This is an optimization exercise on Yosys and OpenROAD, whose aim is small area and a short achievable clock period, not a production implementation.
The RTL was checked by simulation tests, not by an equivalence proof against the original design.
Power figures rest on the tool's default switching activity, not on a simulated workload.

===== flow/run.sh =====
#!/bin/bash
# synth_recipe.tcl (not shown) runs the flow's synth.tcl, then flattens the netlist and writes it again
# the make line also repeats each setting of config.mk as NAME=value (left out here)
make -C /OpenROAD-flow-scripts/flow DESIGN_CONFIG=/design/flow/config.mk WORK_HOME=/design/flow/orfs CLKGATE_MAP_FILE= SYNTH_SCRIPT=/design/flow/synth_recipe.tcl finish

===== flow/config.mk =====
export PLATFORM = sky130hd
export DESIGN_NAME = wave_capture
export DESIGN_NICKNAME = wave_capture
export VERILOG_FILES = /design/flow/design.v
export SDC_FILE = /design/flow/constraint.sdc
export NUM_CORES = 4
export LEC_CHECK = 0
export CAP_MARGIN = 20
export CORE_MARGIN = 2
export CORE_UTILIZATION = 75
export CTS_BUF_LIST = sky130_fd_sc_hd__clkbuf_16
export CTS_CLUSTER_DIAMETER = 100
export CTS_CLUSTER_SIZE = 20
export SETUP_SLACK_MARGIN = 2.7
export SLEW_MARGIN = 20

===== flow/constraint.sdc =====
create_clock -name core_clock -period 5.0 [get_ports {clk}]
set_input_delay 1.0000 -clock core_clock [delete_from_list [all_inputs] [get_ports {clk}]]
set_output_delay 1.0000 -clock core_clock [all_outputs]
set_load 0.01 [all_outputs]

===== flow/design.v =====
package wave_capture_pkg;
   typedef enum logic [1:0] {
      IDLE    = 2'd0,
      ARMED   = 2'd1,
      CAPTURE = 2'd2,
      FULL    = 2'd3
   } cap_state_e;
   localparam logic [7:0] OFFSET_XOR = 8'h80;
   localparam int         SAMPLE_MSB = 15;
   localparam int         BYTE_W     = 8;
   function automatic logic [BYTE_W-1:0] to_offset(
      input logic [SAMPLE_MSB:0] s
   );
      to_offset = s[SAMPLE_MSB -: BYTE_W] ^ OFFSET_XOR;
   endfunction
   function automatic logic rising_zc(
      input logic [SAMPLE_MSB:0] prev,
      input logic [SAMPLE_MSB:0] cur
   );
      rising_zc = prev[SAMPLE_MSB] & ~cur[SAMPLE_MSB];
   endfunction
endpackage
module wave_capture_ram
#(
   parameter int ADDR_WIDTH = 8
) (
   input  logic                clk_i,
   input  logic                rst_ni,
   input  logic                we_i,       
   input  logic                last_i,     
   input  logic [wave_capture_pkg::BYTE_W-1:0] wdata_i,
   input  logic                publish_i,  
   input  logic [ADDR_WIDTH-1:0] raddr_i,
   output logic [wave_capture_pkg::BYTE_W-1:0] rdata_o
);
   localparam int BW    = wave_capture_pkg::BYTE_W;
   localparam int DEPTH = 1 << ADDR_WIDTH;
   logic [BW-1:0]          hold_q;
   logic                   shift_q;
   logic [BW*(DEPTH-1)-1:0] chain_q;    
   logic [BW*DEPTH-1:0]    disp_q;      
   always_ff @(posedge clk_i) begin
      if (we_i) hold_q <= wdata_i;
   end
   always_ff @(posedge clk_i or negedge rst_ni) begin
      if (!rst_ni) shift_q <= 1'b0;
      else         shift_q <= we_i & ~last_i;
   end
   always_ff @(posedge clk_i) begin
      if (shift_q) chain_q <= {hold_q, chain_q[BW*(DEPTH-1)-1:BW]};
   end
   always_ff @(posedge clk_i) begin
      if (publish_i) disp_q <= {hold_q, chain_q};
   end
   localparam int HALF = BW * DEPTH / 2;
   logic [ADDR_WIDTH-2:0] raddr_lo;
   logic [BW-1:0]         rd0_d, rd1_d;
   logic [BW-1:0]         rd0_nq, rd1_nq;
   assign raddr_lo = raddr_i[ADDR_WIDTH-2:0];
   assign rd0_d    = disp_q[BW*raddr_lo +: BW]        & {BW{~raddr_i[ADDR_WIDTH-1]}};
   assign rd1_d    = disp_q[HALF + BW*raddr_lo +: BW] & {BW{ raddr_i[ADDR_WIDTH-1]}};
   always_ff @(posedge clk_i) begin
      rd0_nq <= ~rd0_d;
      rd1_nq <= ~rd1_d;
   end
   assign rdata_o = ~(rd0_nq & rd1_nq);
endmodule
module wave_capture
#(
   parameter int ADDR_WIDTH = 8
) (
   input  logic                  clk,
   input  logic                  reset,
   input  logic                  new_sample,
   input  logic [15:0]           sample_in,
   input  logic                  enable,
   input  logic                  frame_sync,
   input  logic [ADDR_WIDTH-1:0] read_addr,
   output logic [7:0]            read_data,
   output logic                  new_wave,
   output logic [1:0]            capture_state
);
   wave_capture_pkg::cap_state_e state_q;
   logic                  prev_neg_q;   
   logic [ADDR_WIDTH-1:0] cnt_q;
   logic                  new_wave_q;
   logic                  zc;
   logic                  tmo;
   logic                  trig;
   logic                  we;
   logic                  last;
   logic                  publish;
   assign zc   = prev_neg_q & ~sample_in[15];
   assign tmo  = &cnt_q;
   assign trig = new_sample & (zc | tmo);
   assign we      = enable & ((state_q == wave_capture_pkg::ARMED) ? trig :
                               (state_q == wave_capture_pkg::CAPTURE) & new_sample);
   assign publish = enable & (state_q == wave_capture_pkg::FULL) & frame_sync;
   assign last = (state_q == wave_capture_pkg::CAPTURE) & tmo;
   always_ff @(posedge clk or negedge reset) begin
      if (!reset) begin
         state_q    <= wave_capture_pkg::IDLE;
         prev_neg_q <= 1'b0;
         new_wave_q <= 1'b0;
      end else begin
         new_wave_q <= publish;
         if (new_sample) begin
            prev_neg_q <= sample_in[15];
         end
         if (!enable) begin
            state_q <= wave_capture_pkg::IDLE;
         end else begin
            unique case (state_q)
               wave_capture_pkg::IDLE:    state_q <= wave_capture_pkg::ARMED;
               wave_capture_pkg::ARMED:   if (trig) state_q <= wave_capture_pkg::CAPTURE;
               wave_capture_pkg::CAPTURE: if (new_sample & tmo) state_q <= wave_capture_pkg::FULL;
               wave_capture_pkg::FULL:    if (frame_sync) state_q <= wave_capture_pkg::ARMED;
               default: state_q <= wave_capture_pkg::IDLE;
            endcase
         end
      end
   end
   always_ff @(posedge clk) begin
      if (enable) begin
         unique case (state_q)
            wave_capture_pkg::IDLE: cnt_q <= '0;
            wave_capture_pkg::ARMED: begin
               if (trig)            cnt_q <= ADDR_WIDTH'(1);
               else if (new_sample) cnt_q <= cnt_q + ADDR_WIDTH'(1);
            end
            wave_capture_pkg::CAPTURE: if (new_sample) cnt_q <= cnt_q + ADDR_WIDTH'(1);
            wave_capture_pkg::FULL:    if (frame_sync) cnt_q <= '0;
            default: begin end
         endcase
      end
   end
   wave_capture_ram #(
      .ADDR_WIDTH(ADDR_WIDTH)
   ) u_ram (
      .clk_i    (clk),
      .rst_ni   (reset),
      .we_i     (we),
      .last_i   (last),
      .wdata_i  (wave_capture_pkg::to_offset(sample_in)),
      .publish_i(publish),
      .raddr_i  (read_addr),
      .rdata_o  (read_data)
   );
   assign new_wave      = new_wave_q;
   assign capture_state = state_q;
endmodule

==> results of run 1 <==
[what timing repair did]
action	in CTS	in global routing
gates resized for setup	190	78
setup buffers	68	33
cloned	12	14
endpoints found under the setup margin	2749	412
pin swaps	20	18
[cell families after synthesis]
family	count (synthesis)	synth area share
compound gates	405	0.0221
xor+xnor	7	0.000437
fa+ha+maj	5	0.000446
buf+inv	197	0.00704
flops	4125	0.882
mux	706	0.0790
simple gates	223	0.00868
[power groups by stage]
| stage | Clock [uW] | Sequential (uW) | Combinational (uW) |
|---|---|---|---|
| 3_5_place_dp | 0 | 39300 | 2230 |
| 5_1_grt | 19800 | 38600 | 2660 |
| 4_1_cts | 18600 | 38600 | 2410 |
| 2_1_floorplan | 0 | 40800 | 908 |
| 6_report | 18500 | 38600 | 2500 |
| 3_3_place_gp | 0 | 39300 | 2170 |
[per-stage QoR]
step	std cells	total power, uW	setup slack, ns	util
floorplan	5668	41700	-11.33	-
global placement	8220	41500	0.863	0.784
detailed placement	8220	41600	0.826	0.784
CTS	8674	59600	2.38	0.827
global route	8724	61000	2.40	0.832
finish	8727	59600	2.45	0.832
[layout by cell type (no fill, tap or decap), types with 23 or more instances in the layout]
cell type	netlist	layout
buf_12	0	89
mux4_2	320	320
nand2_1	32	23
edfxtp_1	4104	4104
mux2i_1	385	385
buf_16	0	28
buf_6	8	39
buf_4	14	187
inv_1	5	142
nand3_1	60	57
clkbuf_16	0	246
nand4_1	44	44
a22oi_1	332	310
[layer usage]
metal	part of all wire	wire (um)	up-vias
li1	-	-	24515
met1	0.38	111000	31210
met2	0.50	144000	3137
met3	0.086	24700	408
met4	0.030	8730	6
met5	0.00014	40	-
[area by class of cell]
class / instances / area, sq um / area share
sequential: 4125 / 124000 / 0.801
multi-input combinational: 1347 / 16100 / 0.104
inverter: 5 / 18.8 / 0.000121
tap: 2480 / 3100 / 0.0201
timing repair buffer: 390 / 5180 / 0.0335
clock inverter: 142 / 573 / 0.00371
antenna: 6 / 15.0 / 0.0000972
clock buffer: 232 / 5810 / 0.0376
[worst register-to-register path, delay by kind of cell, from the launching register on]
family	cells	cell delay (ns)
adder cells (fa/ha/maj)	1	0.28
AND/OR/NAND/NOR	1	0.28
flip-flops	1	0.35
buffers and inverters	4	1.00
[registers in the layout (all words and copies together), names as in the netlist]
register,flops
cnt_q,8
new_wave_q,1
prev_neg_q,1
state_q,2
u_ram.chain_q,2040
u_ram.disp_q,2048
u_ram.hold_q,8
u_ram.rd0_nq,8
u_ram.rd1_nq,8
u_ram.shift_q,1
[worst paths after layout]
| kind | from | end | slack, ns | depth (start not counted) |
|---|---|---|---|---|
| worst max-delay path | u_ram.rd1_nq[7] | read_data[7] | 2.45 | 2 |
| worst min-delay path | reset | u_ram.shift_q | 0.35 | 1 |
| worst max register to register | state_q[1] | u_ram.disp_q[945] | 2.77 | 6 |
| worst min register to register | u_ram.chain_q[1405] | u_ram.chain_q[1397] | 0.43 | 0 |
| max in group asynchronous | reset | u_ram.shift_q | 4.42 | 1 |
| min in group core_clock | u_ram.chain_q[1405] | u_ram.chain_q[1397] | 0.43 | 0 |
==> results.tsv, run 1 <==
stage	metric	value	unit
status	outcome	timing/DRC/antenna clean	
grt	total global-route track usage	0.293	
pwr	Comb pwr share	0.042	
layout	fill count	7800	
sta	Final Critical Period	2.55	ns
grt	GR peak layer	met2	
pwr	Clock power frac	0.311	
drt	routed len/inst	33.0	um
drt	DR vias/cell	6.79	
cts	hold_buf cts	0	
critical_path	CP Capture Type	output port	
grt	antenna violations before repair	14	
synth	ys async rst share	0.00121	
critical_path	buffers plus inverters on the worst setup path	1	
drt	Pre-antenna DRT Iters	6	
critical_path	critical path's top delay family	flip-flops	
sta	fmax	392	MHz
synth	syn_nets	5702	
drt	number of remaining DRC errors	0	
sta	Max Slew Vio Count	0	
worst_hold_path	min-delay worst type	input pin to asynchronous set/reset pin	
pwr	Leak	0.0374	uW
pwr	sequential share of power	0.647	
cts	Clk Latency, worst-skew pair	0.89	ns
floorplan	Starting Density	0.755	
critical_path	CP Cell Sequence	nand2_8 -> buf_6	
sta	Hold Vio Cnt, Final	0	
layout	ratio of cells with drive above 1 in the final layout	0.168	
pwr	power per cell area	386	nW/um^2
pwr	Switching Share	0.203	
place	Post-DP HPWL	152000	um
synth	FF+latch count, synth	4125	
synth	Syn Std Cell Area	140000	sq um
cts	Clock Tree Root	clkbuf_16	
grt	Remaining Overflow, GRT	0	
grt	M1 GR Usage	0.436	
synth	syn_area_per_cell	24.7	sq um
synth	Main synth FF type	edfxtp_1	
synth	Warnings, synthesis	2	
drt	WL final	288000	um
synth	post-synth top area share	0.879	
synth	most frequent cells after synthesis	edfxtp_1 (4,104), mux2i_1 (385), a22oi_1 (332), mux4_2 (320), buf_2 (108)	
critical_path	crit-path max cell delay	0.42	ns
pwr	IR drop worst, VDD	478	uV
floorplan	die width	436	um
grt	GR Layer Usage met2	0.469	
sta	Hold Slack	0.348	ns
critical_path	worst-path fanout max	1	
sta	worst clock skew	0.0310	ns
cts	CTS tree	yes	
floorplan	die area	190000	sq um
pwr	net switching power	12100	uW
flow_run	# Max-Cap Violations	0	
grt	first-pass GRT wire length	396000	um
cts	H-tree levels	4	
cts	clock-pin slew on the worst setup and hold paths	0.08	ns
critical_path	CP max stage cell	dfxtp_4	
layout	design area	155000	sq um
sta	worst slew pin tran	0.904	ns
floorplan	cell row count	158	
critical_path	Startpoint Class	register	
cts	Num CTS Buffers	224	
critical_path	kind of critical path	register to output port	
critical_path	crit path DAT	1.55	ns
place	Post-DP Area	146000	sq um
cts	clock buffer depth	3	
cts	Clock Sink Count	4125	
sta	fin crit share	0.510	
synth	EDFF count, synth	4104	
sta	Post-Route Setup TNS	0	ns
drt	antenna-violating nets left	0	
synth	top cells by area, synth	edfxtp_1 (88%), mux4_2 (5.1%), mux2i_1 (2.7%)	
sta	max_slew headroom	0.398	
synth	post-synthesis cell type count	50	
drt	initial DRC count	8150	
synth	sequential area share after synthesis	0.882	
synth	Gate Count Post-Synth	5668	
place	routability cong.	0.785	
layout	layout net count	6127	
pwr	Int Pwr	47500	uW
place	IO buf count	31	
drt	vias post-DR	59276	
synth	count leader, synth	edfxtp_1	
floorplan	CORE AREA	186000	sq um
grt	number of global-route vias before repair	58295	
sta	Final Setup Violations	0	
layout	area grow syn2layout	10.2	%
grt	GRT met3 Usage	0.0454	
grt	largest net degree at the start of global routing	140	
synth	Synth area leader	edfxtp_1	
floorplan	Top-Level Pins	40	
floorplan	Chip Height	436	um
sta	RSZ-0062 raised after global routing	true	
critical_path	CP required	4.00	ns
==> inputs of run 2 (changes only) <==
--- a/flow/design.v
+++ b/flow/design.v
@@ -52,18 +52,20 @@
    always_ff @(posedge clk_i) begin
       if (publish_i) disp_q <= {hold_q, chain_q};
    end
-   localparam int HALF = BW * DEPTH / 2;
-   logic [ADDR_WIDTH-2:0] raddr_lo;
-   logic [BW-1:0]         rd0_d, rd1_d;
-   logic [BW-1:0]         rd0_nq, rd1_nq;
-   assign raddr_lo = raddr_i[ADDR_WIDTH-2:0];
-   assign rd0_d    = disp_q[BW*raddr_lo +: BW]        & {BW{~raddr_i[ADDR_WIDTH-1]}};
-   assign rd1_d    = disp_q[HALF + BW*raddr_lo +: BW] & {BW{ raddr_i[ADDR_WIDTH-1]}};
-   always_ff @(posedge clk_i) begin
-      rd0_nq <= ~rd0_d;
-      rd1_nq <= ~rd1_d;
+   localparam int NQ = 4;
+   localparam int QW = BW * DEPTH / NQ;
+   logic [ADDR_WIDTH-3:0] raddr_lo;
+   logic [BW-1:0]         rdq_d  [NQ];
+   logic [BW-1:0]         rdq_nq [NQ];
+   assign raddr_lo = raddr_i[ADDR_WIDTH-3:0];
+   for (genvar k = 0; k < NQ; k++) begin : g_q
+      assign rdq_d[k] = disp_q[QW*k + BW*raddr_lo +: BW]
+                        & {BW{raddr_i[ADDR_WIDTH-1:ADDR_WIDTH-2] == 2'(k)}};
+      always_ff @(posedge clk_i) begin
+         rdq_nq[k] <= ~rdq_d[k];
+      end
    end
-   assign rdata_o = ~(rd0_nq & rd1_nq);
+   assign rdata_o = ~(rdq_nq[0] & rdq_nq[1] & rdq_nq[2] & rdq_nq[3]);
 endmodule
 module wave_capture
 #(
--- a/flow/config.mk
+++ b/flow/config.mk
@@ -10,6 +10,6 @@
 export CORE_UTILIZATION = 75
 export CTS_BUF_LIST = sky130_fd_sc_hd__clkbuf_16
 export CTS_CLUSTER_DIAMETER = 100
-export CTS_CLUSTER_SIZE = 20
-export SETUP_SLACK_MARGIN = 2.7
+export CTS_CLUSTER_SIZE = 25
+export SETUP_SLACK_MARGIN = 2.6
 export SLEW_MARGIN = 20
==> run 2 against run 1 <==
  * Highest routed layer unchanged
  * Still clean
  * Synthesized area rose by 0.58%
  * First-iteration DRC count decreased by 15%
  * Non-clock buffer count down 82
  * Critical endpoint is now read_data[5]
  * Fmax shrank 11%
  * Core utilization down 1.7 points
==> results.tsv, run 2 <==
stage	metric	value	unit	change
grt	total global-route track usage	0.280		-0.0129
cts	Clock Tree Root	clkbuf_16		
place	Post-DP HPWL	135000	um	-12%
critical_path	CP Cell Sequence	nand4_1 -> buf_2		
drt	initial DRC count	6904		-15%
drt	vias post-DR	56047		-5.4%
synth	Warnings, synthesis	4		+2
synth	sequential area share after synthesis	0.879		-0.00285
synth	ys async rst share	0.00121		-0.00000468
cts	clock-pin slew on the worst setup and hold paths	0.11	ns	+0.03 ns
grt	Remaining Overflow, GRT	0		unchanged
status	outcome	timing/DRC/antenna clean		
synth	post-synthesis cell type count	55		+10%
synth	post-synth top area share	0.874		-0.00510
critical_path	kind of critical path	register to output port		
grt	first-pass GRT wire length	383000	um	-3.4%
floorplan	die area	191000	sq um	+0.58%
synth	FF+latch count, synth	4141		+0.39%
critical_path	Startpoint Class	register		
critical_path	Crit Reg-Reg Endpoint	u_ram.disp_q[1680]		
place	Post-DP Area	146000	sq um	+0.40%
critical_path	crit-path max cell delay	0.43	ns	about the same
grt	GRT met3 Usage	0.0360		-0.00943
flow_run	# Max-Cap Violations	0		unchanged
layout	layout net count	5696		-7.0%
synth	syn_nets	5376		-5.7%
cts	Num CTS Buffers	183		-18%
layout	register area	124000	sq um	+0.26%
critical_path	crit path DAT	1.86	ns	+0.31 ns
synth	Gate Count Post-Synth	5342		-5.8%
layout	commonest non-fill, non-tap cells in the layout	edfxtp_1 (4,104), mux4_2 (562), clkbuf_16 (196)		
sta	Hold Vio Cnt, Final	0		unchanged
place	routability cong.	0.748		-4.8%
layout	Top Registers	u_ram.disp_q: 2048 flops, u_ram.chain_q: 2040 flops, u_ram.rdq_nq: 32 flops		
sta	worst clock skew	0.0296	ns	-0.00141 ns
sta	Final Setup Violations	0		unchanged
layout	max reg flops	2048		unchanged
drt	number of remaining DRC errors	0		unchanged
grt	largest net degree at the start of global routing	150		+7.1%
drt	Pre-antenna DRT Iters	5		-1
critical_path	CP max stage cell	dfxtp_4		
pwr	power per cell area	401	nW/um^2	+4.1%
layout	final design utilization	0.815		-0.0175
synth	EDFF count, synth	4104		unchanged
critical_path	worst r2r src	state_q[1]		
grt	number of global-route vias before repair	56517		-3.1%
drt	antenna-violating nets left	0		unchanged
layout	ratio of cells with drive above 1 in the final layout	0.193		+0.0250
place	IO buf count	31		unchanged
floorplan	Top-Level Pins	40		unchanged
drt	routed len/inst	32.2	um	-2.3%
synth	count leader, synth	edfxtp_1		
sta	RSZ-0062 raised after global routing	true		
drt	DR vias/cell	6.75		-0.56%
synth	Synth area leader	edfxtp_1		
critical_path	worst-path fanout max	1		unchanged
grt	GR peak layer	met2		
cts	Clk Latency, worst-skew pair	0.87	ns	-0.02 ns
layout	design area	153000	sq um	-1.3%
cts	H-tree levels	4		unchanged
pwr	Leak	0.0357	uW	-4.5%
sta	Post-Route Setup TNS	0	ns	unchanged
grt	GR Layer Usage met2	0.476		+0.00740
cts	CTS tree	yes		
sta	fin crit share	0.572		+0.0626
sta	Final Critical Period	2.86	ns	+0.313 ns
floorplan	CORE AREA	187000	sq um	+0.85%
synth	most frequent cells after synthesis	edfxtp_1 (4,104), mux4_2 (562), mux2i_1 (105), buf_2 (69), clkbuf_1 (46)		
critical_path	R2R depth	7		+1
floorplan	Chip Height	438	um	+0.29%
drt	WL final	267000	um	-7.1%
grt	antenna violations before repair	10		-4
critical_path	CP required	4.00	ns	about the same
floorplan	die width	438	um	+0.29%
layout	commonest non-fill, non-tap cell in the layout	edfxtp_1		
sta	Max Slew Vio Count	0		unchanged
cts	clock buffer depth	3		unchanged
grt	M1 GR Usage	0.401		-0.0343
synth	Main synth FF type	edfxtp_1		
layout	fill count	7965		+2.1%
floorplan	cell row count	159		+0.63%
floorplan	Starting Density	0.753		-0.00197
sta	max_slew headroom	0.366		-0.0319
critical_path	CP Capture Type	output port		
synth	top cells by area, synth	edfxtp_1 (87%), mux4_2 (9.0%), mux2i_1 (0.75%)		
layout	footprint of the multi-input gates	16100	sq um	+0.31%
worst_hold_path	min-delay worst type	input pin to asynchronous set/reset pin		
sta	Hold Slack	0.378	ns	+0.0295 ns
cts	Clock Sink Count	4141		+0.39%
sta	fmax	349	MHz	-11%
synth	syn_area_per_cell	26.4	sq um	+6.7%
pwr	IR drop worst, VDD	610	uV	+28%
sta	worst slew pin tran	0.952	ns	+0.0478 ns
synth	Syn Std Cell Area	141000	sq um	+0.58%
layout	area grow syn2layout	8.18	%	
critical_path	FF-to-FF setup slack	2.65	ns	-0.12 ns
layout	largest register by flop count	u_ram.disp_q		
run 2: through the flow:
stage | power [uW] | setup WS, ns | instances
after floorplan | 43800 | -11.33 | 5342
after global placement | 44900 | 1.16 | 7932
after detailed placement | 45100 | 1.10 | 7932
after CTS | 61400 | 2.05 | 8287
after global routing | 62900 | 2.10 | 8296
final | 61200 | 2.14 | 8298
run 2: worst max path at each step:
| stage | slack, ns | startpoint | to | depth (start not counted) |
|---|---|---|---|---|
| after global placement | 1.16 | read_addr[0] | u_ram.rdq_nq[0][6] | 8 |
| after global routing | 2.10 | u_ram.rdq_nq[3][5] | read_data[5] | 2 |
| after detailed placement | 1.10 | read_addr[0] | u_ram.rdq_nq[0][6] | 8 |
| after floorplan | -11.33 | frame_sync | new_wave_q | 1 |
| final | 2.14 | u_ram.rdq_nq[3][5] | read_data[5] | 2 |
| after CTS | 2.05 | u_ram.rdq_nq[3][5] | read_data[5] | 2 |
run 2: cell type report:
class                   count  area share
inverters                   8    0.000262
well taps                2495      0.0205
diodes                      3   0.0000492
repair buffers            308      0.0253
flip-flops and latches   4141       0.813
clock inverters           130     0.00325
clock buffers             193      0.0317
multi-input cells        1020       0.106
run 2: critical path, delay by kind of cell (launching register included):
family / cells / cell delay, ns
DFF: 1 / 0.43
and+or+nand+nor: 1 / 0.30
buffers and inverters: 1 / 0.26
run 2: kinds of logic (layout without fill, tap and decap cells):
kind of cell	Yosys count	after routing	share of synthesized area
AND/OR/NAND/NOR	155	156	0.00545
other	0	3	0
XOR/XNOR	6	6	0.000373
AO/OA/AOI/OAI	163	163	0.00832
adder cells (fa/ha/maj)	5	5	0.000444
buffers and inverters	182	639	0.00692
flip-flops	4141	4141	0.879
multiplexers	690	690	0.0991
run 2: routing by layer:
layer  routed length (um)  up-vias
li1                     -    23110
met3                17600      307
met1               103000    30057
met5                   13        -
met2               141000     2571
met4                 6000        2
run 2: timing repair:
item                                    in CTS  in global routing
gates cloned                                14                  3
resized for setup                          111                 38
pin swaps                                    9                  7
endpoints found under the setup margin    1236                266
buffers inserted                            18                  5
hold buffers                                 0                  0
run 2: where the power goes:
part           switching (uW)  internal (uW)  total [uW]
registers                 458          40000       40500
clock network            9780           7020       16800
logic                    3070            900        3970
==> inputs of run 3 (changes only) <==
--- a/flow/design.v
+++ b/flow/design.v
@@ -52,20 +52,57 @@
    always_ff @(posedge clk_i) begin
       if (publish_i) disp_q <= {hold_q, chain_q};
    end
-   localparam int NQ = 4;
-   localparam int QW = BW * DEPTH / NQ;
-   logic [ADDR_WIDTH-3:0] raddr_lo;
-   logic [BW-1:0]         rdq_d  [NQ];
-   logic [BW-1:0]         rdq_nq [NQ];
-   assign raddr_lo = raddr_i[ADDR_WIDTH-3:0];
-   for (genvar k = 0; k < NQ; k++) begin : g_q
-      assign rdq_d[k] = disp_q[QW*k + BW*raddr_lo +: BW]
-                        & {BW{raddr_i[ADDR_WIDTH-1:ADDR_WIDTH-2] == 2'(k)}};
-      always_ff @(posedge clk_i) begin
-         rdq_nq[k] <= ~rdq_d[k];
+   localparam int HALF = DEPTH / 2;
+   logic [3:0]    q [4];       
+   logic [BW-1:0] rd0_nq, rd1_nq;
+   logic [BW-1:0] rdn_d [2];
+   for (genvar k = 0; k < 4; k++) begin : g_pre
+      wc_dec2 u_dec (.a(raddr_i[2*k +: 2]), .y(q[k]));
+   end
+   for (genvar h = 0; h < 2; h++) begin : g_half
+      for (genvar b = 0; b < BW; b++) begin : g_bit
+         logic [31:0] m1;
+         logic [7:0]  m2;
+         logic [1:0]  m3;
+         for (genvar j = 0; j < 32; j++) begin : g_m1
+            wc_mux4oh u (.q(q[0]),
+                         .d({disp_q[BW*(HALF*h + 4*j+3) + b], disp_q[BW*(HALF*h + 4*j+2) + b],
+                             disp_q[BW*(HALF*h + 4*j+1) + b], disp_q[BW*(HALF*h + 4*j)   + b]}),
+                         .y(m1[j]));
+         end
+         for (genvar j = 0; j < 8; j++) begin : g_m2
+            wc_mux4oh u (.q(q[1]), .d(m1[4*j +: 4]), .y(m2[j]));
+         end
+         for (genvar j = 0; j < 2; j++) begin : g_m3
+            wc_mux4oh u (.q(q[2]), .d(m2[4*j +: 4]), .y(m3[j]));
+         end
+         wc_a22oi u_last (.a1(q[3][2*h]), .a2(m3[0]), .b1(q[3][2*h+1]), .b2(m3[1]),
+                          .y(rdn_d[h][b]));
       end
    end
-   assign rdata_o = ~(rdq_nq[0] & rdq_nq[1] & rdq_nq[2] & rdq_nq[3]);
+   always_ff @(posedge clk_i) begin
+      rd0_nq <= rdn_d[0];
+      rd1_nq <= rdn_d[1];
+   end
+   assign rdata_o = ~(rd0_nq & rd1_nq);
+endmodule
+module wc_mux4oh (input logic [3:0] q, input logic [3:0] d, output logic y);
+   logic n01, n23;
+   wc_a22oi u_a (.a1(q[0]), .a2(d[0]), .b1(q[1]), .b2(d[1]), .y(n01));
+   wc_a22oi u_b (.a1(q[2]), .a2(d[2]), .b1(q[3]), .b2(d[3]), .y(n23));
+   wc_nand2 u_n (.a(n01), .b(n23), .y(y));
+endmodule
+module wc_dec2 (input logic [1:0] a, output logic [3:0] y);
+   assign y[0] = ~a[1] & ~a[0];
+   assign y[1] = ~a[1] &  a[0];
+   assign y[2] =  a[1] & ~a[0];
+   assign y[3] =  a[1] &  a[0];
+endmodule
+module wc_nand2 (input logic a, b, output logic y);
+   assign y = ~(a & b);
+endmodule
+module wc_a22oi (input logic a1, a2, b1, b2, output logic y);
+   assign y = ~((a1 & a2) | (b1 & b2));
 endmodule
 module wave_capture
 #(
--- a/flow/config.mk
+++ b/flow/config.mk
@@ -13,3 +13,5 @@
 export CTS_CLUSTER_SIZE = 25
 export SETUP_SLACK_MARGIN = 2.6
 export SLEW_MARGIN = 20
+export SYNTH_HIERARCHICAL = 1
+export SYNTH_MINIMUM_KEEP_SIZE = 0
==> run 3 against run 2 <==
  * Register-to-register slack got worse by 0.06 ns
  * Flip-flop and latch count is 16 lower
  * Critical path depth increased by 9
  * Clock power decreased by 2%
  * Synthesized cell count increased by 17%
  * Critical path type is now input pin to register
  * Sequential power fell by 4%
  * Highest routed layer is now met4
  * Final area up 2.7%
==> results.tsv, run 3 <==
stage	metric	value	unit	change
place	Placed Instances	9010		+14%
critical_path	worst r2r src	state_q[0]		
synth	syn_area_per_cell	23.0	sq um	-13%
sta	worst slew pin tran	1.19	ns	+0.234 ns
layout	commonest non-fill, non-tap cells in the layout	edfxtp_1 (4,104), a22oi_2 (1,360), nand2_1 (673)		
sta	fmax	402	MHz	+15%
critical_path	FF-to-FF setup slack	2.59	ns	-0.06 ns
layout	fill count	8352		+4.9%
floorplan	die width	442	um	+0.98%
critical_path	crit path DAT	3.19	ns	+1.33 ns
cts	hold_buf cts	0		unchanged
critical_path	CP Capture Type	register		
synth	syn_nets	6277		+17%
synth	Syn Std Cell Area	144000	sq um	+2.0%
grt	largest net degree at the start of global routing	175		+17%
place	IO buf count	31		unchanged
cts	Clk Latency, worst-skew pair	0.85	ns	-0.02 ns
critical_path	crit path launch	read_addr[1]		
worst_hold_path	min-delay worst type	input pin to asynchronous set/reset pin		
cts	Clock Tree Root	clkbuf_16		
sta	Final Critical Period	2.49	ns	-0.373 ns
synth	most frequent cells after synthesis	edfxtp_1 (4,104), a22oi_2 (1,360), nand2_1 (685), dfxtp_1 (16), nor2_1 (16)		
cts	clock-pin slew on the worst setup and hold paths	0.10	ns	about the same
cts	clock buffer depth	3		unchanged
cts	Clock Sink Count	4125		-0.39%
drt	initial DRC count	6286		-9.0%
critical_path	Crit Reg-Reg Endpoint	u_ram.disp_q[138]		
sta	Final Setup Violations	0		unchanged
critical_path	R2R depth	7		unchanged
place	Post-DP HPWL	129000	um	-4.4%
layout	layout net count	6778		+19%
place	routability cong.	0.734		-1.9%
pwr	IR drop worst, VDD	439	uV	-28%
synth	Main synth FF type	edfxtp_1		
sta	max_slew headroom	0.210		-0.156
synth	Synth area leader	edfxtp_1		
floorplan	Starting Density	0.755		+0.00215
layout	area grow syn2layout	8.98	%	
floorplan	CORE AREA	190000	sq um	+1.7%
status	outcome	timing/DRC/antenna clean		
drt	number of remaining DRC errors	0		unchanged
synth	Gate Count Post-Synth	6243		+17%
flow_run	# Max-Cap Violations	0		unchanged
synth	post-synth top area share	0.857		-0.0170
cts	Num CTS Buffers	182		-0.55%
cts	H-tree levels	4		unchanged
critical_path	worst-path fanout max	40		+39
drt	routed len/inst	26.5	um	-18%
synth	post-synthesis cell type count	33		-40%
sta	Post-Route Setup TNS	0	ns	unchanged
floorplan	cell row count	160		+0.63%
pwr	Leak	0.0371	uW	+4.0%
drt	DR vias/cell	6.57		-2.8%
sta	worst clock skew	0.0254	ns	-0.00415 ns
drt	WL final	248000	um	-7.2%
synth	count leader, synth	edfxtp_1		
sta	fin crit share	0.498		-0.0746
floorplan	Top-Level Pins	40		unchanged
cts	CTS tree	yes		
grt	Remaining Overflow, GRT	0		unchanged
synth	EDFF count, synth	4104		unchanged
critical_path	Critical Path End	u_ram.rd0_nq[2]		
sta	Hold Vio Cnt, Final	0		unchanged
critical_path	kind of critical path	input pin to register		
layout	Top Registers	u_ram.disp_q: 2048 flops, u_ram.chain_q: 2040 flops		
sta	RSZ-0062 raised after global routing	true		
drt	vias post-DR	61411		+9.6%
synth	ys async rst share	0.00121		+0.00000468
layout	largest register by flop count	u_ram.disp_q		
floorplan	die area	195000	sq um	+2.0%
layout	ratio of cells with drive above 1 in the final layout	0.279		+0.0861
grt	antenna violations before repair	2		-8
sta	Max Slew Vio Count	0		unchanged
synth	top cells by area, synth	edfxtp_1 (86%), a22oi_2 (12%), nand2_1 (1.8%)		
synth	Warnings, synthesis	10		+6
drt	Pre-antenna DRT Iters	5		unchanged
critical_path	Startpoint Class	input pin		
grt	first-pass GRT wire length	371000	um	-3.2%
layout	max reg flops	2048		unchanged
layout	fin cells	9354		+13%
floorplan	Chip Height	442	um	+0.98%
grt	total global-route track usage	0.250		-0.0301
critical_path	CP required	5.70	ns	+1.70 ns
grt	number of global-route vias before repair	61821		+9.4%
synth	FF+latch count, synth	4125		-0.39%
pwr	power per cell area	376	nW/um^2	-6.2%
pwr	Final Power	59000	uW	-3.7%
drt	antenna-violating nets left	0		unchanged
synth	sequential area share after synthesis	0.860		-0.0194
layout	commonest non-fill, non-tap cell in the layout	edfxtp_1		
run 3: cells by family after synthesis:
group | Yosys count | share of synthesized area
fa+ha+maj | 5 | 0.000435
xor+xnor | 7 | 0.000426
compound gates | 1370 | 0.119
mux | 2 | 0.000148
simple gates | 728 | 0.0199
flops | 4125 | 0.860
buf+inv | 6 | 0.000183
run 3: cell type report:
class	instances	area (sq um)	area share
Inverter	5	18.8	0.000120
Sequential cell	4125	124000	0.790
Antenna cell	2	5.00	0.0000319
Tap cell	2511	3140	0.0200
Timing Repair Buffer	315	4430	0.0283
Clock inverter	90	343	0.00219
Clock buffer	191	4780	0.0305
Multi-Input combinational cell	2115	20300	0.129
run 3: timing repair:
action,in CTS,in global routing
setup buffers,29,11
resized for setup,128,25
endpoints found under the setup margin,1565,400
gates cloned,9,12
pin swaps,11,8
run 3: worst max-delay path, cell delays in order:
cell	delay, ns
clkdlybuf4s15_2	0.24
nor2b_4	0.29
buf_12	0.28
bufbuf_16	0.52
a22oi_2	0.14
nand2_1	0.11
a22oi_2	0.10
nand2_1	0.16
a22oi_2	0.07
nand2_1	0.11
a22oi_2	0.07
run 3: modules after synthesis, one instance, submodules excluded, a selection:
| module | copies in the design | area, sq um | cells |
|---|---|---|---|
| wave_capture | 1 | 777 | 73 |
| wc_dec2 | 4 | 26.3 | 4 |
| wc_nand2 | 672 | 3.75 | 1 |
| wc_a22oi | 1360 | 12.5 | 1 |
run 3: worst min path at each step:
stage                     start               to  slack [ns]  depth (start not counted)
2_1_floorplan  u_ram.chain_q[0]  u_ram.disp_q[0]        0.40                          0
3_3_place_gp   u_ram.chain_q[0]  u_ram.disp_q[0]        0.40                          0
3_5_place_dp   u_ram.chain_q[0]  u_ram.disp_q[0]        0.41                          0
4_1_cts                   reset       prev_neg_q        0.30                          1
5_1_grt                   reset       prev_neg_q        0.35                          1
6_report                  reset       prev_neg_q        0.37                          1
run 3: stage by stage:
step                      setup slack, ns   util  hold slack [ns]  cell area (sq um)
after floorplan                    -11.33      -            0.400             144000
after global routing                 2.50  0.823            0.349             157000
after CTS                            2.47  0.821            0.299             156000
after global placement               1.17  0.789            0.401             150000
after detailed placement             1.11  0.789            0.406             150000
final                                2.51  0.823            0.368             157000
run 3: per-layer routing:
layer  global-route usage  share of wire  up-vias
met5                    0              0        -
met4               0.0486          0.015        0
met3               0.0312          0.054      249
met2                0.416           0.50     1775
met1                0.372           0.43    32512
li1                     -              -    26875
run 3: power breakdown:
part	total (uW)	internal, uW	switching (uW)
logic	3900	1310	2590
registers	38700	38500	194
clock network	16400	6900	9510
==> inputs of run 4 (changes only) <==
--- a/flow/design.v
+++ b/flow/design.v
@@ -52,39 +52,44 @@
    always_ff @(posedge clk_i) begin
       if (publish_i) disp_q <= {hold_q, chain_q};
    end
-   localparam int HALF = DEPTH / 2;
-   logic [3:0]    q [4];       
-   logic [BW-1:0] rd0_nq, rd1_nq;
-   logic [BW-1:0] rdn_d [2];
-   for (genvar k = 0; k < 4; k++) begin : g_pre
-      wc_dec2 u_dec (.a(raddr_i[2*k +: 2]), .y(q[k]));
+   localparam int NC0  = 8;            
+   localparam int NC1  = 2;            
+   logic [3:0]    q0 [NC0];    
+   logic [3:0]    q1 [NC1];    
+   logic [3:0]    q2;          
+   logic [3:0]    q3;          
+   logic [BW-1:0] rdata_d;
+   logic [BW-1:0] rdata_q;
+   for (genvar c = 0; c < NC0; c++) begin : g_q0
+      wc_dec2 u_dec (.a(raddr_i[1:0]), .y(q0[c]));
    end
-   for (genvar h = 0; h < 2; h++) begin : g_half
-      for (genvar b = 0; b < BW; b++) begin : g_bit
-         logic [31:0] m1;
-         logic [7:0]  m2;
-         logic [1:0]  m3;
-         for (genvar j = 0; j < 32; j++) begin : g_m1
-            wc_mux4oh u (.q(q[0]),
-                         .d({disp_q[BW*(HALF*h + 4*j+3) + b], disp_q[BW*(HALF*h + 4*j+2) + b],
-                             disp_q[BW*(HALF*h + 4*j+1) + b], disp_q[BW*(HALF*h + 4*j)   + b]}),
-                         .y(m1[j]));
-         end
-         for (genvar j = 0; j < 8; j++) begin : g_m2
-            wc_mux4oh u (.q(q[1]), .d(m1[4*j +: 4]), .y(m2[j]));
-         end
-         for (genvar j = 0; j < 2; j++) begin : g_m3
-            wc_mux4oh u (.q(q[2]), .d(m2[4*j +: 4]), .y(m3[j]));
-         end
-         wc_a22oi u_last (.a1(q[3][2*h]), .a2(m3[0]), .b1(q[3][2*h+1]), .b2(m3[1]),
-                          .y(rdn_d[h][b]));
+   for (genvar c = 0; c < NC1; c++) begin : g_q1
+      wc_dec2 u_dec (.a(raddr_i[3:2]), .y(q1[c]));
+   end
+   wc_dec2 u_q2 (.a(raddr_i[5:4]), .y(q2));
+   wc_dec2 u_q3 (.a(raddr_i[7:6]), .y(q3));
+   for (genvar b = 0; b < BW; b++) begin : g_bit
+      logic [63:0] m1;
+      logic [15:0] m2;
+      logic [3:0]  m3;
+      for (genvar j = 0; j < 64; j++) begin : g_m1
+         wc_mux4oh u (.q(q0[b % NC0]),
+                      .d({disp_q[BW*(4*j+3) + b], disp_q[BW*(4*j+2) + b],
+                          disp_q[BW*(4*j+1) + b], disp_q[BW*(4*j)   + b]}),
+                      .y(m1[j]));
       end
+      for (genvar j = 0; j < 16; j++) begin : g_m2
+         wc_mux4oh u (.q(q1[b % NC1]), .d(m1[4*j +: 4]), .y(m2[j]));
+      end
+      for (genvar j = 0; j < 4; j++) begin : g_m3
+         wc_mux4oh u (.q(q2), .d(m2[4*j +: 4]), .y(m3[j]));
+      end
+      wc_mux4oh u_m4 (.q(q3), .d(m3), .y(rdata_d[b]));
    end
    always_ff @(posedge clk_i) begin
-      rd0_nq <= rdn_d[0];
-      rd1_nq <= rdn_d[1];
+      rdata_q <= rdata_d;
    end
-   assign rdata_o = ~(rd0_nq & rd1_nq);
+   assign rdata_o = rdata_q;
 endmodule
 module wc_mux4oh (input logic [3:0] q, input logic [3:0] d, output logic y);
    logic n01, n23;
==> run 4 against run 3 <==
  * Worst setup slack improved by 0.055 ns
  * Clock skew decreased by 0.0013 ns
  * Via count increased by 0.93%
  * Highest routed layer unchanged
  * Still clean on timing, DRC and antenna
  * Die area about the same
  * Combinational power about the same
  * Synthesized cell count increased by 0.38%
  * Fmax increased by 2.3%
  * Core utilization decreased by 0.19 points
  * Sequential power about the same
  * Total power decreased by 0.11%
  * Worst hold slack improved by 0.029 ns
==> results.tsv, run 4 <==
stage	metric	value	unit	change
drt	WL final	255000	um	+2.8%
cts	Clock Sink Count	4117		-0.19%
critical_path	worst-path fanout max	10		-75%
synth	post-synthesis cell type count	33		unchanged
synth	Gate Count Post-Synth	6267		+0.38%
sta	max_slew headroom	0.271		+0.0609
synth	post-synth top area share	0.857		about the same
sta	Max Slew Vio Count	0		unchanged
status	outcome	timing/DRC/antenna clean		
synth	Warnings, synthesis	10		unchanged
layout	commonest non-fill, non-tap cell in the layout	edfxtp_1		
cts	Clock Tree Root	clkbuf_16		
layout	ratio of cells with drive above 1 in the final layout	0.279		-0.000537
pwr	Comb pwr share	0.066		about the same
sta	Post-Route Setup TNS	0	ns	unchanged
floorplan	die width	442	um	about the same
synth	most frequent cells after synthesis	edfxtp_1 (4,104), a22oi_2 (1,360), nand2_1 (685), nor2_1 (24)		
cts	H-tree levels	4		unchanged
layout	commonest non-fill, non-tap cells in the layout	edfxtp_1 (4,104), a22oi_2 (1,360), nand2_1 (685)		
synth	syn_area_per_cell	23.0	sq um	-0.35%
cts	hold_buf cts	0		unchanged
pwr	Int Pwr	46600	uW	-0.10%
synth	Synth area leader	edfxtp_1		
drt	number of remaining DRC errors	0		unchanged
drt	antenna-violating nets left	0		unchanged
critical_path	CP Capture Type	register		
grt	antenna violations before repair	5		+3
synth	FF+latch count, synth	4117		-0.19%
drt	routed len/inst	27.2	um	+2.7%
cts	Clk Latency, worst-skew pair	0.85	ns	about the same
floorplan	Starting Density	0.756		about the same
floorplan	CORE AREA	190000	sq um	unchanged
layout	area grow syn2layout	8.69	%	
synth	count leader, synth	edfxtp_1		
grt	Remaining Overflow, GRT	0		unchanged
cts	Num CTS Buffers	182		unchanged
synth	top cells by area, synth	edfxtp_1 (86%), a22oi_2 (12%), nand2_1 (1.8%)		
grt	number of global-route vias before repair	61856		+0.057%
sta	Hold Slack	0.397	ns	+0.0287 ns
sta	Final Setup Violations	0		unchanged
critical_path	CP required	5.78	ns	+0.08 ns
layout	max reg flops	2048		unchanged
pwr	power per cell area	377	nW/um^2	+0.12%
layout	final design utilization	0.821		-0.00189
layout	layout net count	6787		+0.13%
sta	worst clock skew	0.0241	ns	-0.00130 ns
cts	clock buffer depth	3		unchanged
sta	RSZ-0062 raised after global routing	true		
floorplan	cell row count	160		unchanged
floorplan	Top-Level Pins	40		unchanged
drt	DR vias/cell	6.62		+0.86%
flow_run	# Max-Cap Violations	0		unchanged
synth	ys async rst share	0.00121		+0.00000236
pwr	sequential share of power	0.655		about the same
drt	vias post-DR	61984		+0.93%
synth	sequential area share after synthesis	0.859		-0.00141
place	Post-DP Area	150000	sq um	-0.23%
place	routability cong.	0.735		+0.25%
pwr	net switching power	12300	uW	-0.13%
synth	syn_nets	6301		+0.38%
critical_path	Startpoint Class	input pin		
sta	fmax	411	MHz	+2.3%
place	IO buf count	31		unchanged
worst_hold_path	min-delay worst type	input pin to asynchronous set/reset pin		
pwr	Clock power frac	0.279		about the same
sta	Hold Vio Cnt, Final	0		unchanged
critical_path	kind of critical path	input pin to register		
place	Post-DP HPWL	128000	um	-0.42%
cts	CTS tree	yes		
grt	first-pass GRT wire length	378000	um	+1.8%
sta	Final Critical Period	2.43	ns	-0.0549 ns
grt	total global-route track usage	0.257		+0.00647
layout	Top Registers	u_ram.disp_q: 2048 flops, u_ram.chain_q: 2040 flops		
pwr	IR drop worst, VDD	427	uV	-2.8%
sta	worst slew pin tran	1.09	ns	-0.0914 ns
synth	Main synth FF type	edfxtp_1		
synth	Syn Std Cell Area	144000	sq um	about the same
pwr	Switching Share	0.208		about the same
grt	largest net degree at the start of global routing	164		-6.3%
synth	EDFF count, synth	4104		unchanged
layout	design area	156000	sq um	-0.23%
critical_path	crit path DAT	3.22	ns	+0.03 ns
sta	fin crit share	0.487		-0.0110
drt	Pre-antenna DRT Iters	5		unchanged
pwr	Leak	0.0370	uW	-0.39%
floorplan	Chip Height	442	um	about the same
layout	largest register by flop count	u_ram.disp_q		
drt	initial DRC count	6379		+1.5%
floorplan	die area	195000	sq um	about the same
cts	clock-pin slew on the worst setup and hold paths	0.10	ns	about the same
==> run 4: cell count changes in the layout (fill, tap and decap cells not counted), moves of 5 or more <==
cell	before	now
nor2b_4	4	13
buf_12	99	81
nand2_1	673	685
nand2_2	5	0
and2b_4	3	14
nand2_4	7	0
dfxtp_4	12	2
nor2_4	3	12
and2_4	3	11
buf_4	138	130
inv_1	94	89
and2_2	2	10
==> run 4: path summary, 6_finish.rpt <==
| check | start | to | slack (ns) | depth (start not counted) |
|---|---|---|---|---|
| worst max register to register | state_q[0] | u_ram.disp_q[1842] | 2.65 | 5 |
| worst max-delay path | read_addr[4] | u_ram.rdata_q[0] | 2.57 | 6 |
| worst min register to register | u_ram.chain_q[2] | u_ram.disp_q[2] | 0.43 | 0 |
| worst min-delay path | reset | new_wave_q | 0.40 | 1 |
| max in group asynchronous | reset | u_ram.shift_q | 4.36 | 1 |
| min in group core_clock | u_ram.chain_q[2] | u_ram.disp_q[2] | 0.43 | 0 |
==> run 4: final cells by class <==
| class | instances | area (sq um) |
|---|---|---|
| Clock buffer | 193 | 4830 |
| Fill cell | 8522 | 34000 |
| Multi-Input combinational cell | 2166 | 20700 |
| Sequential cell | 4117 | 124000 |
| Inverter | 5 | 18.8 |
| Timing Repair Buffer | 281 | 3780 |
| Antenna cell | 3 | 7.51 |
| Tap cell | 2511 | 3140 |
| Clock inverter | 85 | 324 |
==> run 4: per-module statistics from Yosys, one instance, submodules excluded, excerpt <==
module	area (sq um)	flops+latches
wc_dec2	26.3	0
wc_nand2	3.75	0
wc_a22oi	12.5	0
wave_capture	777	12
==> run 4: cell families after synthesis <==
group | Yosys count | synth area share
xor gates and xnor gates | 7 | 0.000426
buffers and inverters | 6 | 0.000183
adders and majority gates | 5 | 0.000435
muxes | 2 | 0.000148
and+or+nand+nor | 760 | 0.0213
DFF | 4117 | 0.859
AOI/OAI and AO/OA | 1370 | 0.119
==> run 4: power groups by stage <==
stage / Clock [uW] / Sequential [uW] / Combinational (uW)
3_5_place_dp: 0 / 39400 / 3720
5_1_grt: 17900 / 38600 / 4140
4_1_cts: 16800 / 38600 / 3850
6_report: 16400 / 38600 / 3870
2_1_floorplan: 0 / 41200 / 1950
3_3_place_gp: 0 / 39400 / 3620
==> run 4: routing by layer <==
layer  up-vias  part of all wire  global-route usage  routed length [um]
met5         -                 0                   0                   0
met4         0             0.022              0.0625                5640
met3       290             0.061              0.0364               15400
met2      2045              0.50               0.419              127000
met1     32726              0.42               0.379              107000
li1      26923                 -                   -                   -
==> run 4: repair_timing <==
item,4_1_cts,5_1_grt
cloned,24,11
endpoints found under the setup margin,1573,813
endpoints found under the hold margin,0,0
resized for setup,103,21
pin swaps,10,0
setup buffers,30,19
==> run 4: stage by stage <==
| stage | setup WS, ns | total power [uW] | std cells |
|---|---|---|---|
| final | 2.57 | 58900 | 9361 |
| after global routing | 2.54 | 60700 | 9359 |
| after CTS | 2.51 | 59300 | 9327 |
| after detailed placement | 0.987 | 43100 | 8995 |
| after global placement | 1.04 | 43000 | 8995 |
| after floorplan | -11.33 | 43200 | 6267 |
==> run 4: critical path, cell delays in order <==
cell	delay [ns]
clkdlybuf4s50_1	0.80
and2_2	0.92
a22oi_2	0.10
nand2_1	0.15
a22oi_2	0.10
nand2_1	0.11
==> inputs of run 5 (changes only) <==
--- a/flow/design.v
+++ b/flow/design.v
@@ -52,11 +52,12 @@
    always_ff @(posedge clk_i) begin
       if (publish_i) disp_q <= {hold_q, chain_q};
    end
-   localparam int NC0  = 8;            
-   localparam int NC1  = 2;            
+   localparam int NC0  = 32;           
+   localparam int NC1  = 8;            
+   localparam int NC2  = 2;            
    logic [3:0]    q0 [NC0];    
    logic [3:0]    q1 [NC1];    
-   logic [3:0]    q2;          
+   logic [3:0]    q2 [NC2];    
    logic [3:0]    q3;          
    logic [BW-1:0] rdata_d;
    logic [BW-1:0] rdata_q;
@@ -66,14 +67,16 @@
    for (genvar c = 0; c < NC1; c++) begin : g_q1
       wc_dec2 u_dec (.a(raddr_i[3:2]), .y(q1[c]));
    end
-   wc_dec2 u_q2 (.a(raddr_i[5:4]), .y(q2));
+   for (genvar c = 0; c < NC2; c++) begin : g_q2
+      wc_dec2 u_dec (.a(raddr_i[5:4]), .y(q2[c]));
+   end
    wc_dec2 u_q3 (.a(raddr_i[7:6]), .y(q3));
    for (genvar b = 0; b < BW; b++) begin : g_bit
       logic [63:0] m1;
       logic [15:0] m2;
       logic [3:0]  m3;
       for (genvar j = 0; j < 64; j++) begin : g_m1
-         wc_mux4oh u (.q(q0[b % NC0]),
+         wc_mux4oh u (.q(q0[(64*b + j) / 16]),
                       .d({disp_q[BW*(4*j+3) + b], disp_q[BW*(4*j+2) + b],
                           disp_q[BW*(4*j+1) + b], disp_q[BW*(4*j)   + b]}),
                       .y(m1[j]));
@@ -82,7 +85,7 @@
          wc_mux4oh u (.q(q1[b % NC1]), .d(m1[4*j +: 4]), .y(m2[j]));
       end
       for (genvar j = 0; j < 4; j++) begin : g_m3
-         wc_mux4oh u (.q(q2), .d(m2[4*j +: 4]), .y(m3[j]));
+         wc_mux4oh u (.q(q2[b % NC2]), .d(m2[4*j +: 4]), .y(m3[j]));
       end
       wc_mux4oh u_m4 (.q(q3), .d(m3), .y(rdata_d[b]));
    end
--- a/flow/config.mk
+++ b/flow/config.mk
@@ -10,8 +10,8 @@
 export CORE_UTILIZATION = 75
 export CTS_BUF_LIST = sky130_fd_sc_hd__clkbuf_16
 export CTS_CLUSTER_DIAMETER = 100
-export CTS_CLUSTER_SIZE = 25
-export SETUP_SLACK_MARGIN = 2.6
+export CTS_CLUSTER_SIZE = 20
+export SETUP_SLACK_MARGIN = 2.7
 export SLEW_MARGIN = 20
 export SYNTH_HIERARCHICAL = 1
 export SYNTH_MINIMUM_KEEP_SIZE = 0
==> run 5 against run 4 <==
  * Still clean on timing, DRC and antenna
  * Wire length fell by 0.81%
  * Synthesized area up 0.57%
  * Final cell count rose by 2.0%
  * Highest routed layer is now met5
==> results.tsv, run 5 <==
stage	metric	value	unit	change
synth	Warnings, synthesis	11		+1
layout	footprint of the multi-input gates	21600	sq um	+4.5%
status	outcome	timing/DRC/antenna clean		
layout	layout net count	6927		+2.1%
synth	mux cell area share after synthesis	0.000147		-0.000000832
layout	ratio of cells with drive above 1 in the final layout	0.293		+0.0139
synth	post-synth top area share	0.852		-0.00482
cts	H-tree levels	4		unchanged
drt	WL final	253000	um	-0.81%
synth	Synth area leader	edfxtp_1		
place	routability cong.	0.754		+2.5%
synth	sequential area share after synthesis	0.854		-0.00483
place	IO buf count	31		unchanged
grt	number of global-route vias before repair	62887		+1.7%
synth	largest family of logic cells by synthesized area	compound AO/OA/AOI/OAI gates		
layout	max reg flops	2048		unchanged
floorplan	Top-Level Pins	40		unchanged
layout	register area	124000	sq um	about the same
synth	syn_nets	6425		+2.0%
critical_path	crit path DAT	1.42	ns	-1.80 ns
layout	largest register by flop count	u_ram.disp_q		
critical_path	crit-path max cell delay	0.40	ns	-0.52 ns
critical_path	CP Cell Sequence	buf_2		
grt	total global-route track usage	0.253		-0.00403
critical_path	CP required	4.00	ns	-1.78 ns
cts	Clock Tree Root	clkbuf_16		
synth	top cells by area, synth	edfxtp_1 (85%), a22oi_2 (12%), nand2_1 (1.8%)		
floorplan	CORE AREA	192000	sq um	+0.94%
sta	Final Critical Period	2.42	ns	-0.0176 ns
synth	count leader, synth	edfxtp_1		
critical_path	Startpoint Class	register		
drt	initial DRC count	6146		-3.7%
synth	Main synth FF type	edfxtp_1		
sta	fin crit share	0.483		-0.00351
sta	Post-Route Setup TNS	0	ns	unchanged
critical_path	R2R depth	7		+2
cts	clock-pin slew on the worst setup and hold paths	0.08	ns	-0.02 ns
grt	Remaining Overflow, GRT	0		unchanged
cts	Clock Sink Count	4117		unchanged
floorplan	Starting Density	0.753		-0.00282
synth	syn_area_per_cell	22.6	sq um	-1.4%
drt	Pre-antenna DRT Iters	6		+1
sta	max_slew headroom	0.242		-0.0284
floorplan	die area	196000	sq um	+0.56%
synth	ys async rst share	0.00121		unchanged
pwr	Leak	0.0380	uW	+2.6%
critical_path	Critical Path End	capture_state[0]		
drt	DR vias/cell	6.56		-0.91%
cts	Clk Latency, worst-skew pair	0.89	ns	+0.04 ns
critical_path	buffers plus inverters on the worst setup path	1		unchanged
layout	area grow syn2layout	9.25	%	
sta	worst slew pin tran	1.14	ns	+0.0426 ns
critical_path	kind of critical path	register to output port		
synth	FF+latch count, synth	4117		unchanged
layout	Top Registers	u_ram.disp_q: 2048 flops, u_ram.chain_q: 2040 flops		
sta	fmax	414	MHz	+0.73%
critical_path	crit path launch	state_q[0]		
pwr	power per cell area	383	nW/um^2	+1.8%
critical_path	worst r2r src	state_q[0]		
drt	vias post-DR	62628		+1.0%
grt	first-pass GRT wire length	374000	um	-0.81%
sta	Final Setup Violations	0		unchanged
cts	clock buffer depth	3		unchanged
cts	CTS tree	yes		
layout	commonest non-fill, non-tap cell in the layout	edfxtp_1		
synth	Syn Std Cell Area	145000	sq um	+0.57%
worst_hold_path	min-delay worst type	input pin to asynchronous set/reset pin		
place	dpl ws	0.932	ns	-0.0546 ns
sta	worst clock skew	0.0310	ns	+0.00690 ns
critical_path	Crit Reg-Reg Endpoint	u_ram.disp_q[1690]		
floorplan	cell row count	161		+0.63%
critical_path	FF-to-FF setup slack	2.78	ns	+0.13 ns
synth	most frequent cells after synthesis	edfxtp_1 (4,104), a22oi_2 (1,360), nand2_1 (685), nor2_1 (55)		
synth	Gate Count Post-Synth	6391		+2.0%
flow_run	# Max-Cap Violations	0		unchanged
sta	RSZ-0062 raised after global routing	true		
sta	Max Slew Vio Count	0		unchanged
critical_path	worst-path fanout max	2		-8
synth	Adder-Cell Fraction of Synth Area	0.000432		-0.00000245
cts	Num CTS Buffers	223		+23%
synth	xor-xnor portion of the synthesized cell area	0.000424		-0.00000240
place	Post-DP HPWL	130000	um	+1.2%
critical_path	critical path's top delay family	flip-flops		
sta	Hold Vio Cnt, Final	0		unchanged
pwr	IR drop worst, VDD	399	uV	-6.5%
drt	routed len/inst	26.5	um	-2.7%
grt	antenna violations before repair	10		+5
layout	commonest non-fill, non-tap cells in the layout	edfxtp_1 (4,104), a22oi_2 (1,360), nand2_1 (684)		
critical_path	Crit path depth	1		-5
critical_path	CP max stage cell	dfrtp_1		
floorplan	die width	443	um	+0.28%
synth	EDFF count, synth	4104		unchanged
sta	setup ws final	2.58	ns	+0.0176 ns
floorplan	Chip Height	443	um	+0.28%
cts	hold_buf cts	0		unchanged
synth	Compound-Gate Fraction of Synth Area	0.118		-0.000669
synth	post-synthesis cell type count	33		unchanged
drt	antenna-violating nets left	0		unchanged
synth	Simple-Gate Fraction of Synth Area	0.0268		+0.00551
drt	number of remaining DRC errors	0		unchanged
critical_path	CP Capture Type	output port		
grt	largest net degree at the start of global routing	169		+3.0%
layout	fill count	8559		+0.43%
-- run 5: how the worst min path moves through the flow --
stage	endpoint	slack, ns	startpoint
after floorplan	u_ram.disp_q[0]	0.40	u_ram.chain_q[0]
after global placement	u_ram.disp_q[6]	0.41	u_ram.chain_q[6]
after detailed placement	u_ram.disp_q[6]	0.41	u_ram.chain_q[6]
after CTS	state_q[1]	0.29	reset
after global routing	state_q[1]	0.32	reset
final	state_q[1]	0.35	reset
-- run 5: power breakdown --
group	total (uW)	internal, uW	switching [uW]	leakage, uW
combinational	3890	1280	2610	0.00858
sequential	38600	38400	183	0.0259
clock	18100	8270	9860	0.00345
-- run 5: timing repair --
action                     in CTS  in global routing
setup endpoints to repair    1825               1417
pin swaps                       2                  4
setup buffers                  13                 20
resized for setup             135                 65
cloned                         12                 19
-- run 5: through the flow --
stage               utilization  instances  hold slack, ns  power, uW  cell area (sq um)
floorplan                     -       6391           0.400      43100             145000
global placement          0.782       9128           0.406      43000             150000
detailed placement        0.782       9130           0.409      43100             150000
CTS                       0.818       9501           0.289      60900             157000
global route              0.822       9541           0.320      62400             158000
finish                    0.822       9545           0.348      60600             158000
-- run 5: cells by family (layout without fill, tap and decap cells) --
kind of cell	count (synthesis)	in the layout
multiplexers	2	2
buffers and inverters	6	623
adder cells (fa/ha/maj)	5	5
XOR/XNOR	7	7
AO/OA/AOI/OAI	1370	1370
flip-flops	4117	4117
AND/OR/NAND/NOR	884	890
other	0	5
-- run 5: final cells by class --
cell class	instances	share of cell area
clock buffer	231	0.0366
inverter	5	0.000119
antenna	5	0.0000792
clock inverter	115	0.00290
timing repair buffer	272	0.0218
tap	2526	0.0200
multi-input combinational	2274	0.137
sequential	4117	0.782
-- run 5: metal layers --
| metal | vias to the layer above | track usage | wire length, um |
|---|---|---|---|
| li1 | 27387 | - | - |
| met1 | 32819 | 0.375 | 106000 |
| met2 | 2033 | 0.405 | 124000 |
| met3 | 383 | 0.0352 | 15800 |
| met4 | 6 | 0.0751 | 6630 |
| met5 | - | 0 | 41 |
-- run 5: Yosys stat by module (local to each module, per instance), excerpt --
module,area [sq um],cells
wc_a22oi,12.5,1
wc_dec2,26.3,4
wave_capture,777,73
wc_nand2,3.75,1
==> inputs of run 6 (changes only) <==
--- a/flow/design.v
+++ b/flow/design.v
@@ -95,10 +95,7 @@
    assign rdata_o = rdata_q;
 endmodule
 module wc_mux4oh (input logic [3:0] q, input logic [3:0] d, output logic y);
-   logic n01, n23;
-   wc_a22oi u_a (.a1(q[0]), .a2(d[0]), .b1(q[1]), .b2(d[1]), .y(n01));
-   wc_a22oi u_b (.a1(q[2]), .a2(d[2]), .b1(q[3]), .b2(d[3]), .y(n23));
-   wc_nand2 u_n (.a(n01), .b(n23), .y(y));
+   assign y = ~(~((q[0] & d[0]) | (q[1] & d[1])) & ~((q[2] & d[2]) | (q[3] & d[3])));
 endmodule
 module wc_dec2 (input logic [1:0] a, output logic [3:0] y);
    assign y[0] = ~a[1] & ~a[0];
==> run 6 against run 5 <==
  * Via count grew 0.64%
  * Combinational power shrank 12%
  * Flip-flop and latch count is the same
  * Critical endpoint is now u_ram.rdata_q[3]
==> results.tsv, run 6 <==
stage	metric	value	unit	change
layout	largest register by flop count	u_ram.disp_q		
floorplan	die area	187000	sq um	-4.7%
critical_path	crit path launch	read_addr[1]		
layout	fill count	7989		-6.7%
drt	DR vias/cell	6.64		+1.2%
sta	max_slew headroom	0.333		+0.0912
sta	Final Critical Period	2.43	ns	+0.0100 ns
sta	worst clock skew	0.0274	ns	-0.00366 ns
grt	first-pass GRT wire length	368000	um	-1.7%
grt	number of global-route vias before repair	62019		-1.4%
grt	total global-route track usage	0.262		+0.00922
pwr	IR drop worst, VDD	394	uV	-1.3%
sta	Post-Route Setup TNS	0	ns	unchanged
cts	H-tree levels	4		unchanged
floorplan	Top-Level Pins	40		unchanged
place	Post-DP Area	143000	sq um	-4.6%
sta	worst slew pin tran	0.999	ns	-0.138 ns
critical_path	worst-path fanout max	17		+15
cts	Clk Latency, worst-skew pair	0.87	ns	-0.02 ns
floorplan	CORE AREA	183000	sq um	-4.8%
grt	antenna violations before repair	12		+2
drt	antenna-violating nets left	0		unchanged
sta	fmax	412	MHz	-0.41%
layout	ratio of cells with drive above 1 in the final layout	0.123		-0.170
synth	Synth area leader	edfxtp_1		
layout	area grow syn2layout	10.5	%	
cts	Num CTS Buffers	223		unchanged
sta	Final Setup Violations	0		unchanged
synth	Warnings, synthesis	11		unchanged
sta	fin crit share	0.485		+0.00201
drt	initial DRC count	7279		+18%
grt	Remaining Overflow, GRT	0		unchanged
place	Post-DP HPWL	127000	um	-1.7%
critical_path	crit-path max cell delay	0.23	ns	-0.17 ns
drt	vias post-DR	63026		+0.64%
critical_path	CP Cell Sequence	buf_16 -> buf_8 -> buf_16 -> buf_12 -> nor2_1 -> buf_6 -> a22oi_1 -> nand2_1 -> a22oi_2 -> nand2_2 -> a22oi_2 -> nand2_1 -> a22oi_2 -> nand2_1		
synth	Gate Count Post-Synth	6391		unchanged
cts	CTS tree	yes		
cts	clock buffer depth	3		unchanged
layout	commonest non-fill, non-tap cells in the layout	edfxtp_1 (4,104), a22oi_1 (1,198), nand2_1 (674)		
cts	Clock Tree Root	clkbuf_16		
drt	WL final	253000	um	about the same
floorplan	cell row count	157		-2.5%
synth	Main synth FF type	edfxtp_1		
layout	max reg flops	2048		unchanged
drt	number of remaining DRC errors	0		unchanged
floorplan	die width	433	um	-2.4%
place	routability cong.	0.748		-0.69%
pwr	Leak	0.0376	uW	-0.85%
floorplan	Chip Height	433	um	-2.4%
synth	most frequent cells after synthesis	edfxtp_1 (4,104), a22oi_1 (1,360), nand2_1 (685), nor2_1 (55)		
critical_path	Startpoint Class	input pin		
sta	RSZ-0062 raised after global routing	true		
layout	commonest non-fill, non-tap cell in the layout	edfxtp_1		
floorplan	Starting Density	0.754		+0.00103
layout	design area	152000	sq um	-3.6%
layout	Top Registers	u_ram.disp_q: 2048 flops, u_ram.chain_q: 2040 flops		
layout	footprint of the multi-input gates	15500	sq um	-29%
pwr	power per cell area	395	nW/um^2	+3.0%
layout	layout net count	6967		+0.58%
critical_path	buffers plus inverters on the worst setup path	5		+4
synth	ys async rst share	0.00121		unchanged
synth	FF+latch count, synth	4117		unchanged
synth	EDFF count, synth	4104		unchanged
place	IO buf count	31		unchanged
worst_hold_path	min-delay worst type	input pin to asynchronous set/reset pin		
drt	Pre-antenna DRT Iters	6		unchanged
critical_path	CP Capture Type	register		
synth	count leader, synth	edfxtp_1		
synth	syn_nets	6425		unchanged
critical_path	kind of critical path	input pin to register		
synth	Syn Std Cell Area	138000	sq um	-4.7%
cts	clock-pin slew on the worst setup and hold paths	0.08	ns	about the same
synth	post-synthesis cell type count	33		unchanged
critical_path	CP max stage cell	a22oi_1		
flow_run	# Max-Cap Violations	0		unchanged
sta	Max Slew Vio Count	0		unchanged
synth	syn_area_per_cell	21.6	sq um	-4.7%
critical_path	CP required	5.75	ns	+1.75 ns
critical_path	worst r2r src	state_q[0]		
synth	sequential area share after synthesis	0.896		+0.0422
critical_path	crit path DAT	3.17	ns	+1.75 ns
sta	Hold Vio Cnt, Final	0		unchanged
synth	top cells by area, synth	edfxtp_1 (89%), a22oi_1 (7.4%), nand2_1 (1.9%)		
layout	register area	124000	sq um	about the same
critical_path	critical path's top delay family	compound AO/OA/AOI/OAI gates		
drt	routed len/inst	26.6	um	+0.56%
status	outcome	timing/DRC/antenna clean		
synth	post-synth top area share	0.894		+0.0421
cts	Clock Sink Count	4117		unchanged
grt	largest net degree at the start of global routing	147		-13%
[run 6: cell types whose count changed in the layout (fill, tap and decap cells not counted), sizes merged, moves of 2 or more]
cell / before / now
buf: 237 / 276
dlymetal6s2s: 4 / 1
clkbuf: 244 / 249
clkdlybuf4s50: 11 / 13
inv: 119 / 89
[run 6: cell type report]
type                       instances  share of cell area
clock inverter                    85             0.00223
tap                             2464              0.0202
antenna                            5           0.0000821
sequential                      4117               0.811
clock buffer                     233              0.0383
timing repair buffer             313              0.0265
multi-input combinational       2273               0.102
inverter                           5            0.000123
[run 6: repair_timing]
item                       in CTS  in global routing
resized for setup             181                266
cloned                         13                 23
pin swaps                       9                 37
setup buffers                  23                 12
hold buffers                    0                  0
setup endpoints to repair    2323               1217
[run 6: cells by family (layout without fill, tap and decap cells)]
family,Yosys count,after routing,share of synthesized area
buf+inv,6,636,0.000191
simple gates,884,889,0.0281
flops,4117,4117,0.896
xor+xnor,7,7,0.000445
compound gates,1370,1370,0.0746
other cells,0,5,0
mux,2,2,0.000154
fa+ha+maj,5,5,0.000454
[run 6: modules after synthesis, one instance, submodules excluded, a selection]
module | flip-flops and latches | times used
wave_capture | 12 | 1
wc_mux4oh | 0 | 680
wc_dec2 | 0 | 43
[run 6: routing by layer]
layer,global-route usage,wire (um)
met5,0,32
met4,0.0713,6300
met3,0.0443,21300
met2,0.410,122000
met1,0.396,103000
[run 6: metrics by stage]
step                instances  utilization  total power, uW  hold WS (ns)  worst slack [ns]
detailed placement       9100        0.784            42500         0.407              1.00
finish                   9495        0.833            60200         0.378              2.57
floorplan                6391            -            42500         0.400            -11.33
global route             9492        0.833            61900         0.360              2.54
global placement         9099        0.784            42300         0.401              1.09
CTS                      9454        0.824            60300         0.325              2.20
[run 6: final timing paths]
| kind | end | slack [ns] | depth (start not counted) |
|---|---|---|---|
| worst min register to register | u_ram.disp_q[7] | 0.42 | 0 |
| max in group asynchronous | u_ram.shift_q | 4.38 | 1 |
| worst max-delay path | u_ram.rdata_q[3] | 2.57 | 14 |
| worst max register to register | u_ram.disp_q[1463] | 2.62 | 7 |
| worst min-delay path | state_q[1] | 0.38 | 1 |
| min in group core_clock | u_ram.disp_q[7] | 0.42 | 0 |
[run 6: power by group]
group / internal (uW) / switching [uW]
registers: 38400 / 175
clock network: 8300 / 9850
logic: 1040 / 2400

==> what the ideal ports hide <==
In the flow no input, the clock included, has a driving cell. The finished layouts below were timed again as built, in two steps. Step 1 (the two cells are an assumption about what drives the block):
set clk [get_ports {clk}]
set_driving_cell -lib_cell sky130_fd_sc_hd__clkbuf_16 $clk
set_driving_cell -lib_cell sky130_fd_sc_hd__buf_2 [delete_from_list [all_inputs] $clk]
Step 2 moves the port delays by t, midway between the first and last clock arrival at a register: inputs arrive t later, outputs are due t later. That takes back most of the time a late clock gives input paths. Three values: no drivers, after step 1, after step 2; two values: the first two.
run	t (ns)	setup WS [ns]	hold slack, ns	worst register clock-pin slew, ns	cell pins on the clock port's net
run 1	0.972	2.451 / 2.356 / 1.457	0.348 / 0.282 / 0.425	0.09 / 0.09	1
run 2	0.943	2.138 / 2.047 / 1.320	0.378 / 0.310 / 0.420	0.11 / 0.11	1
run 3	0.928	2.511 / 2.470 / 1.619	0.368 / 0.305 / 0.433	0.10 / 0.10	1
run 4	0.921	2.566 / 2.446 / 1.525	0.397 / 0.341 / 0.429	0.10 / 0.10	1
run 5	0.961	2.584 / 2.261 / 1.300	0.348 / 0.285 / 0.429	0.09 / 0.09	1
run 6	0.939	2.574 / 2.395 / 1.457	0.378 / 0.323 / 0.424	0.09 / 0.09	1
After both steps setup and hold are still met in every run listed. For run 5, which loses most, drivers alone change the setup slack by -0.323 ns; drivers and shift together by -1.284 ns.
